Context: an optimization exercise on an open-source flow, tuned for small area, a short achievable clock period and few clock cycles. The choices shown serve that exercise and are no tape-out recipe.
RTL that was checked went through simulation tests only; none was proved equivalent to the original.

==> run K: inputs <==
==> flow/design.v (excerpt) <==
module spmv_top (
  input  logic        clk,
  input  logic        rst_n,
  input  logic        in_valid,
  input  logic        weight_valid,
  input  logic [4:0]  in_row,
  input  logic [4:0]  in_col,
  input  logic [7:0]  in_data,
  input  logic        out_ready,
  output logic        out_valid,
  output logic [4:0]  out_row,
  output logic [20:0] out_data,
  output logic        out_last,
  output logic        busy
);
==> module spmv_stream, before the edit <==
module spmv_stream #(
  parameter int N = 32,
  parameter int IDX_W = $clog2(N),
  parameter int DW = 8,
  parameter int ACC_W = 2*DW+IDX_W,
  parameter bit SKIP_ZERO = 0
) (
  input  logic             clk,
  input  logic             rst_n,
  input  logic             in_valid,
  input  logic             weight_valid,
  input  logic [IDX_W-1:0] in_row,
  input  logic [IDX_W-1:0] in_col,
  input  logic [DW-1:0]    in_data,
  input  logic             out_ready,
  output logic             out_valid,
  output logic [IDX_W-1:0] out_row,
  output logic [ACC_W-1:0] out_data,
  output logic             out_last,
  output logic             busy
);
  localparam logic [2:0] IDLE = 3'd0, VEC = 3'd1, MAT = 3'd2, FLUSH = 3'd3, DRAIN = 3'd4;
  logic [2:0] state, state_nxt;
  logic [N-1:0][DW-1:0] vec;
  logic [N-1:0][ACC_W-1:0] acc;
  logic [N-1:0] vv;    
  logic [N-1:0] tf;    
  logic p1_vw, p1_mw;
  logic [IDX_W-1:0] p1_row, p1_col;
  logic [DW-1:0] p1_data;
  logic p2_we;
  logic [2*DW-1:0] p2_prod;
  logic [IDX_W-1:0] ra, ra_nxt, first;
  logic [DW-1:0] vsel;
  logic [2*DW-1:0] prod;
  logic [ACC_W-1:0] rd, sum;
  logic [N-1:0] tf_nxt, ra_dec;
  logic idle_vec, xfer, done, load, drain_nxt;
  always_comb begin
    idle_vec = state == IDLE || state == VEC;
    case (state)
      IDLE, VEC: state_nxt = in_valid ? VEC : weight_valid ? MAT : state;
      MAT:       state_nxt = weight_valid ? MAT : FLUSH;
      FLUSH:     state_nxt = DRAIN;
      default:   state_nxt = done ? IDLE : DRAIN;
    endcase
  end
  always_ff @(posedge clk or negedge rst_n)
    if (!rst_n) state <= IDLE;
    else state <= state_nxt;
  assign busy = state != IDLE;
  always_ff @(posedge clk or negedge rst_n)
    if (!rst_n) begin
      p1_vw <= 1'b0;
      p1_mw <= 1'b0;
    end else begin
      p1_vw <= in_valid && idle_vec;
      p1_mw <= weight_valid && (state == MAT || (idle_vec && !in_valid));
    end
  always_ff @(posedge clk) begin
    p1_row <= in_row;
    p1_col <= in_col;
    p1_data <= in_data;
  end
  always_ff @(posedge clk)
    if (p1_vw) vec[p1_row] <= p1_data;
  always_ff @(posedge clk or negedge rst_n)
    if (!rst_n) vv <= '0;
    else if (done) vv <= '0;
    else if (p1_vw) vv[p1_row] <= 1'b1;
  always_comb begin
    vsel = vv[p1_col] ? vec[p1_col] : '0;
    prod = {{DW{1'b0}}, p1_data} * {{DW{1'b0}}, vsel};
  end
  always_ff @(posedge clk or negedge rst_n)
    if (!rst_n) p2_we <= 1'b0;
    else p2_we <= p1_mw && p1_data != '0 && vsel != '0;
  always_ff @(posedge clk)
    p2_prod <= prod;
  always_comb begin
    rd = tf[ra] ? acc[ra] : '0;
    sum = rd + ACC_W'(p2_prod);
    ra_dec = '0;
    ra_dec[ra] = 1'b1;
    xfer = out_valid && out_ready;
    done = xfer && out_last;
    load = state == DRAIN && !out_last && (!out_valid || out_ready);
    tf_nxt = tf;
    if (p2_we) tf_nxt = tf_nxt | ra_dec;
    if (load) tf_nxt = tf_nxt & ~ra_dec;
    first = IDX_W'(N-1);
    for (int i = N-2; i >= 0; i--)
      if (tf_nxt[i]) first = IDX_W'(i);
    drain_nxt = state == FLUSH || (state == DRAIN && !done);
    ra_nxt = drain_nxt ? first : p1_row;
  end
  always_ff @(posedge clk)
    if (p2_we) acc[ra] <= sum;
  always_ff @(posedge clk or negedge rst_n)
    if (!rst_n) tf <= '0;
    else tf <= tf_nxt;
  always_ff @(posedge clk)
    ra <= ra_nxt;
  always_ff @(posedge clk or negedge rst_n)
    if (!rst_n) begin
      out_valid <= 1'b0;
      out_last <= 1'b0;
    end else if (done) begin
      out_valid <= 1'b0;
      out_last <= 1'b0;
    end else if (load) begin
      out_valid <= rd != '0 || ra == IDX_W'(N-1);
      out_last <= ra == IDX_W'(N-1);
    end
  always_ff @(posedge clk)
    if (load) begin
      out_row <= ra;
      out_data <= rd;
    end
endmodule
clock: 9.0 ns
lec_check: 0
cap_margin: 20
core_margin: 2
core_utilization: 40
slew_margin: 20
run.sh (not shown) runs the stock make flow with config.mk's settings and CLKGATE_MAP_FILE= SYNTH_SCRIPT=/design/flow/synth_recipe.tcl, a recipe that flattens the netlist after the stock synthesis.
==> inputs of run H, as changes to run K <==
==> flow/design.v (replaced) <==
module spmv_stream #(
  parameter int N = 32,
  parameter int IDX_W = $clog2(N),
  parameter int DW = 8,
  parameter int ACC_W = 2*DW+IDX_W,
  parameter bit SKIP_ZERO = 0
) (
  input  logic             clk,
  input  logic             rst_n,
  input  logic             in_valid,
  input  logic             weight_valid,
  input  logic [IDX_W-1:0] in_row,
  input  logic [IDX_W-1:0] in_col,
  input  logic [DW-1:0]    in_data,
  input  logic             out_ready,
  output logic             out_valid,
  output logic [IDX_W-1:0] out_row,
  output logic [ACC_W-1:0] out_data,
  output logic             out_last,
  output logic             busy
);
  localparam int PW = 2*DW;
  localparam int LW = (ACC_W + 1) / 2;
  localparam int HW = ACC_W - LW;
  localparam logic [2:0] IDLE = 3'd0, VEC = 3'd1, MAT = 3'd2, F1 = 3'd3, F2 = 3'd4,
                         DRAIN = 3'd5;
  logic [2:0] state, state_nxt;
  logic [N-1:0][DW-1:0] vec;
  logic [N-1:0][ACC_W-1:0] acc;    
  logic [N-1:0] accc;              
  logic [N-1:0] vv;    
  logic [N-1:0] tf;    
  logic p1_vw, p1_mw;
  logic [IDX_W-1:0] p1_row, p1_col;
  logic [DW-1:0] p1_data;
  logic p2_mw;
  logic [DW-1:0] p2_data, p2_vsel;
  logic [IDX_W-1:0] ra, ra_enc;
  logic [N-1:0] ra_oh, ra_oh_nxt, first_oh, below;
  logic p3_we;
  logic [IDX_W-1:0] p3_row;
  logic [PW-1:0] p3_ps, p3_pc;
  logic [ACC_W-1:0] p3_rd;
  logic p3_rc;
  logic [PW-1:0] pp [DW];
  logic [PW-1:0] l1 [6];
  logic [PW-1:0] l2 [4];
  logic [PW-1:0] l3 [3];
  logic [PW-1:0] ps, pc;
  logic [ACC_W-1:0] rd, cs_s, cs_c, nsum;
  logic rc, rv, nc;
  logic [LW:0] lo_sum;
  logic [HW-1:0] hi_val;
  logic [N-1:0] p1_row_oh, wr_dec, enc_in;
  logic idle_vec, xfer, done, load;
  function automatic logic [PW-1:0] maj(input logic [PW-1:0] a, b, c);
    maj = (a & b) | (a & c) | (b & c);
  endfunction
  always_comb begin
    idle_vec = state == IDLE || state == VEC;
    case (state)
      IDLE, VEC: state_nxt = in_valid ? VEC : weight_valid ? MAT : state;
      MAT:       state_nxt = weight_valid ? MAT : F1;
      F1:        state_nxt = F2;
      F2:        state_nxt = DRAIN;
      default:   state_nxt = done ? IDLE : DRAIN;
    endcase
  end
  always_ff @(posedge clk or negedge rst_n)
    if (!rst_n) begin
      state <= IDLE;
      busy <= 1'b0;
    end else begin
      state <= state_nxt;
      busy <= state_nxt != IDLE;
    end
  always_ff @(posedge clk or negedge rst_n)
    if (!rst_n) begin
      p1_vw <= 1'b0;
      p1_mw <= 1'b0;
    end else begin
      p1_vw <= in_valid && idle_vec;
      p1_mw <= weight_valid && (state == MAT || (idle_vec && !in_valid));
    end
  always_ff @(posedge clk) begin
    p1_row <= in_row;
    p1_col <= in_col;
    p1_data <= in_data;
  end
  always_comb begin
    p1_row_oh = '0;
    p1_row_oh[p1_row] = 1'b1;
  end
  for (genvar i = 0; i < N; i++) begin : g_vec
    always_ff @(posedge clk)
      if (p1_vw && p1_row_oh[i]) vec[i] <= p1_data;
    always_ff @(posedge clk or negedge rst_n)
      if (!rst_n) vv[i] <= 1'b0;
      else if (done) vv[i] <= 1'b0;
      else if (p1_vw && p1_row_oh[i]) vv[i] <= 1'b1;
  end
  always_ff @(posedge clk or negedge rst_n)
    if (!rst_n) p2_mw <= 1'b0;
    else p2_mw <= p1_mw;
  always_ff @(posedge clk) begin
    p2_data <= p1_data;
    p2_vsel <= vv[p1_col] ? vec[p1_col] : '0;
    ra <= p1_row;
  end
  always_comb begin
    for (int j = 0; j < DW; j++)
      pp[j] = PW'(p2_data & {DW{p2_vsel[j]}}) << j;
    l1[0] = pp[0] ^ pp[1] ^ pp[2];  l1[1] = maj(pp[0], pp[1], pp[2]) << 1;
    l1[2] = pp[3] ^ pp[4] ^ pp[5];  l1[3] = maj(pp[3], pp[4], pp[5]) << 1;
    l1[4] = pp[6];                  l1[5] = pp[7];
    l2[0] = l1[0] ^ l1[1] ^ l1[2];  l2[1] = maj(l1[0], l1[1], l1[2]) << 1;
    l2[2] = l1[3] ^ l1[4] ^ l1[5];  l2[3] = maj(l1[3], l1[4], l1[5]) << 1;
    l3[0] = l2[0] ^ l2[1] ^ l2[2];  l3[1] = maj(l2[0], l2[1], l2[2]) << 1;
    l3[2] = l2[3];
    ps = l3[0] ^ l3[1] ^ l3[2];
    pc = maj(l3[0], l3[1], l3[2]) << 1;
    rd = '0;
    rc = 1'b0;
    rv = 1'b0;
    for (int i = 0; i < N; i++) begin
      rd = rd | (acc[i] & {ACC_W{ra_oh[i]}});
      rc = rc | (accc[i] & ra_oh[i]);
      rv = rv | (tf[i] & ra_oh[i]);
    end
    rd = rd & {ACC_W{rv}};
    rc = rc & rv;
  end
  always_ff @(posedge clk or negedge rst_n)
    if (!rst_n) p3_we <= 1'b0;
    else p3_we <= p2_mw && p2_data != '0 && p2_vsel != '0;
  always_ff @(posedge clk) begin
    p3_ps <= ps;
    p3_pc <= pc;
    p3_row <= ra;
    if (p3_we && p3_row == ra) begin
      p3_rd <= nsum;
      p3_rc <= nc;
    end else begin
      p3_rd <= rd;
      p3_rc <= rc;
    end
  end
  always_comb begin
    cs_s = p3_rd ^ ACC_W'(p3_ps) ^ ACC_W'(p3_pc);
    cs_c = ACC_W'({p3_rd & ACC_W'(p3_ps) | p3_rd & ACC_W'(p3_pc) | ACC_W'(p3_ps) & ACC_W'(p3_pc), 1'b0});
    lo_sum = {1'b0, cs_s[LW-1:0]} + {1'b0, cs_c[LW-1:0]};
    nsum = {cs_s[ACC_W-1:LW] + cs_c[ACC_W-1:LW] + HW'(p3_rc), lo_sum[LW-1:0]};
    nc = lo_sum[LW];
    wr_dec = '0;
    wr_dec[p3_row] = p3_we;
    xfer = out_valid && out_ready;
    done = xfer && out_last;
    load = state == DRAIN && !out_last && (!out_valid || out_ready);
    enc_in = (tf | wr_dec) & ~(state == DRAIN ? ra_oh : '0);
    below[0] = 1'b0;
    for (int i = 1; i < N; i++)
      below[i] = below[i-1] | enc_in[i-1];
    first_oh = enc_in & ~below;
    first_oh[N-1] = !below[N-1];
    case (state)
      F2:      ra_oh_nxt = first_oh;
      DRAIN:   ra_oh_nxt = load ? first_oh : ra_oh;
      default: ra_oh_nxt = p1_row_oh;
    endcase
  end
  for (genvar i = 0; i < N; i++) begin : g_acc
    always_ff @(posedge clk)
      if (wr_dec[i]) begin
        acc[i] <= nsum;
        accc[i] <= nc;
      end
    always_ff @(posedge clk or negedge rst_n)
      if (!rst_n) tf[i] <= 1'b0;
      else if (load && ra_oh[i]) tf[i] <= 1'b0;
      else if (wr_dec[i]) tf[i] <= 1'b1;
  end
  always_ff @(posedge clk)
    ra_oh <= ra_oh_nxt;
  always_comb begin
    hi_val = rd[ACC_W-1:LW] + HW'(rc);
    ra_enc = '0;
    for (int i = 0; i < N; i++)
      if (ra_oh[i]) ra_enc = ra_enc | IDX_W'(i);
  end
  always_ff @(posedge clk or negedge rst_n)
    if (!rst_n) begin
      out_valid <= 1'b0;
      out_last <= 1'b0;
    end else if (done) begin
      out_valid <= 1'b0;
      out_last <= 1'b0;
    end else if (load) begin
      out_valid <= ra_oh[N-1] || rd[LW-1:0] != '0 || (rc ? ~&rd[ACC_W-1:LW] : |rd[ACC_W-1:LW]);
      out_last <= ra_oh[N-1];
    end
  always_ff @(posedge clk)
    if (load) begin
      out_row <= ra_enc;
      out_data <= {hi_val, rd[LW-1:0]};
    end
endmodule
module spmv_top (
  input  logic        clk,
  input  logic        rst_n,
  input  logic        in_valid,
  input  logic        weight_valid,
  input  logic [4:0]  in_row,
  input  logic [4:0]  in_col,
  input  logic [7:0]  in_data,
  input  logic        out_ready,
  output logic        out_valid,
  output logic [4:0]  out_row,
  output logic [20:0] out_data,
  output logic        out_last,
  output logic        busy
);
  spmv_stream #(.N(32), .DW(8), .SKIP_ZERO(1)) u_spmv (
    .clk(clk), .rst_n(rst_n), .in_valid(in_valid), .weight_valid(weight_valid),
    .in_row(in_row), .in_col(in_col), .in_data(in_data), .out_ready(out_ready),
    .out_valid(out_valid), .out_row(out_row), .out_data(out_data), .out_last(out_last),
    .busy(busy));
endmodule
==> flow/flow/run.sh (new file) <==
#!/bin/bash
set -euo pipefail
bash standard.sh SETUP_SLACK_MARGIN=6 finish > flow_make.log 2>&1
==> flow/standard.sh (new file) <==
#!/bin/bash
# synth_recipe.tcl (not shown) runs the flow's synth.tcl, then flattens the netlist and writes it again
# the make line also repeats each setting of config.mk as NAME=value (left out here)
make -C /OpenROAD-flow-scripts/flow DESIGN_CONFIG=/design/flow/config.mk WORK_HOME=/design/flow/orfs CLKGATE_MAP_FILE= SYNTH_SCRIPT=/design/flow/synth_recipe.tcl "${@:-finish}"
removed: flow/run.sh
==> flow_metrics.tcl <==
set metrics [dict create \
    status "timing/DRC/antenna clean" \
    path_depth 20 \
    p_int_mw 10.0 \
    power_switching_share_pct 38.0 \
    clock_latency_ns 0.75 \
    total_power_mw 16.2 \
    ff2ff_path_depth 20 \
    cts_setup_buffers 0 \
    synth_mux_area_share_pct 14.7 \
    dp_cells 6128 \
    taps 1781 \
    grt_pass1_wl_mm 247 \
]
(the above is from run K)
==> flow_metrics.tcl <==
set metrics [dict create \
    status "timing/DRC/antenna clean" \
    p_int_mw 13.2 \
    power_switching_share_pct 36.3 \
    grt_pass1_vias 28000 \
    synth_mux_area_share_pct 5.00 \
    wl_met2_mm 67.9 \
    seq_area_frac_synth_pct 74.3 \
    total_power_mw 20.8 \
    detailedRoute.firstIterationViolations 4712 \
    synth-xor-area-share_pct 0.643 \
    final_cell_mix "edfxtp_1 (1018), a22oi_1 (276), nor2_1 (143), buf_4 (137), clkbuf_16 (125)" \
    cts_setup_buffers 66 \
    clock_latency_ns 0.71 \
    ff2ff_path_depth 12 \
    setup_tns_ns 0 \
    path_depth 1 \
    power_frac_seq_pct 39.8 \
]
(the above is from run H)
Testbench counts of run H, summed over its fixed seeds: cycles 18,362.
The RTL of run K was laid out without a check of its function.

port drivers added, routing unchanged:
The results above use ideal ports. As a check the final layouts listed here were re-extracted and re-timed, cells and wires unchanged. Step 1: set_driving_cell puts a clkbuf_16 on clk and a buf_2 on each other input, an assumption about the parent block. Step 2 also shifts input and output timing later by t, the mid clock arrival at the registers, as if the neighbouring blocks saw the same clock. Three values: no drivers, after step 1, after step 2; two values: the first two.
run | t, ns | setup slack, ns | worst hold slack (ns) | worst data-port slew with drivers (ns)
run K | 0.794 | 2.054 / 2.054 / 2.054 | 0.498 / 0.498 / 0.498 | 0.03
run H | 0.763 | 5.766 / 5.692 / 5.252 | 0.355 / 0.355 / 0.355 | 0.04
After both steps every run listed still meets setup and hold. The setup slack of run H, which loses most, moves by -0.074 ns with the drivers and by -0.514 ns with both steps.
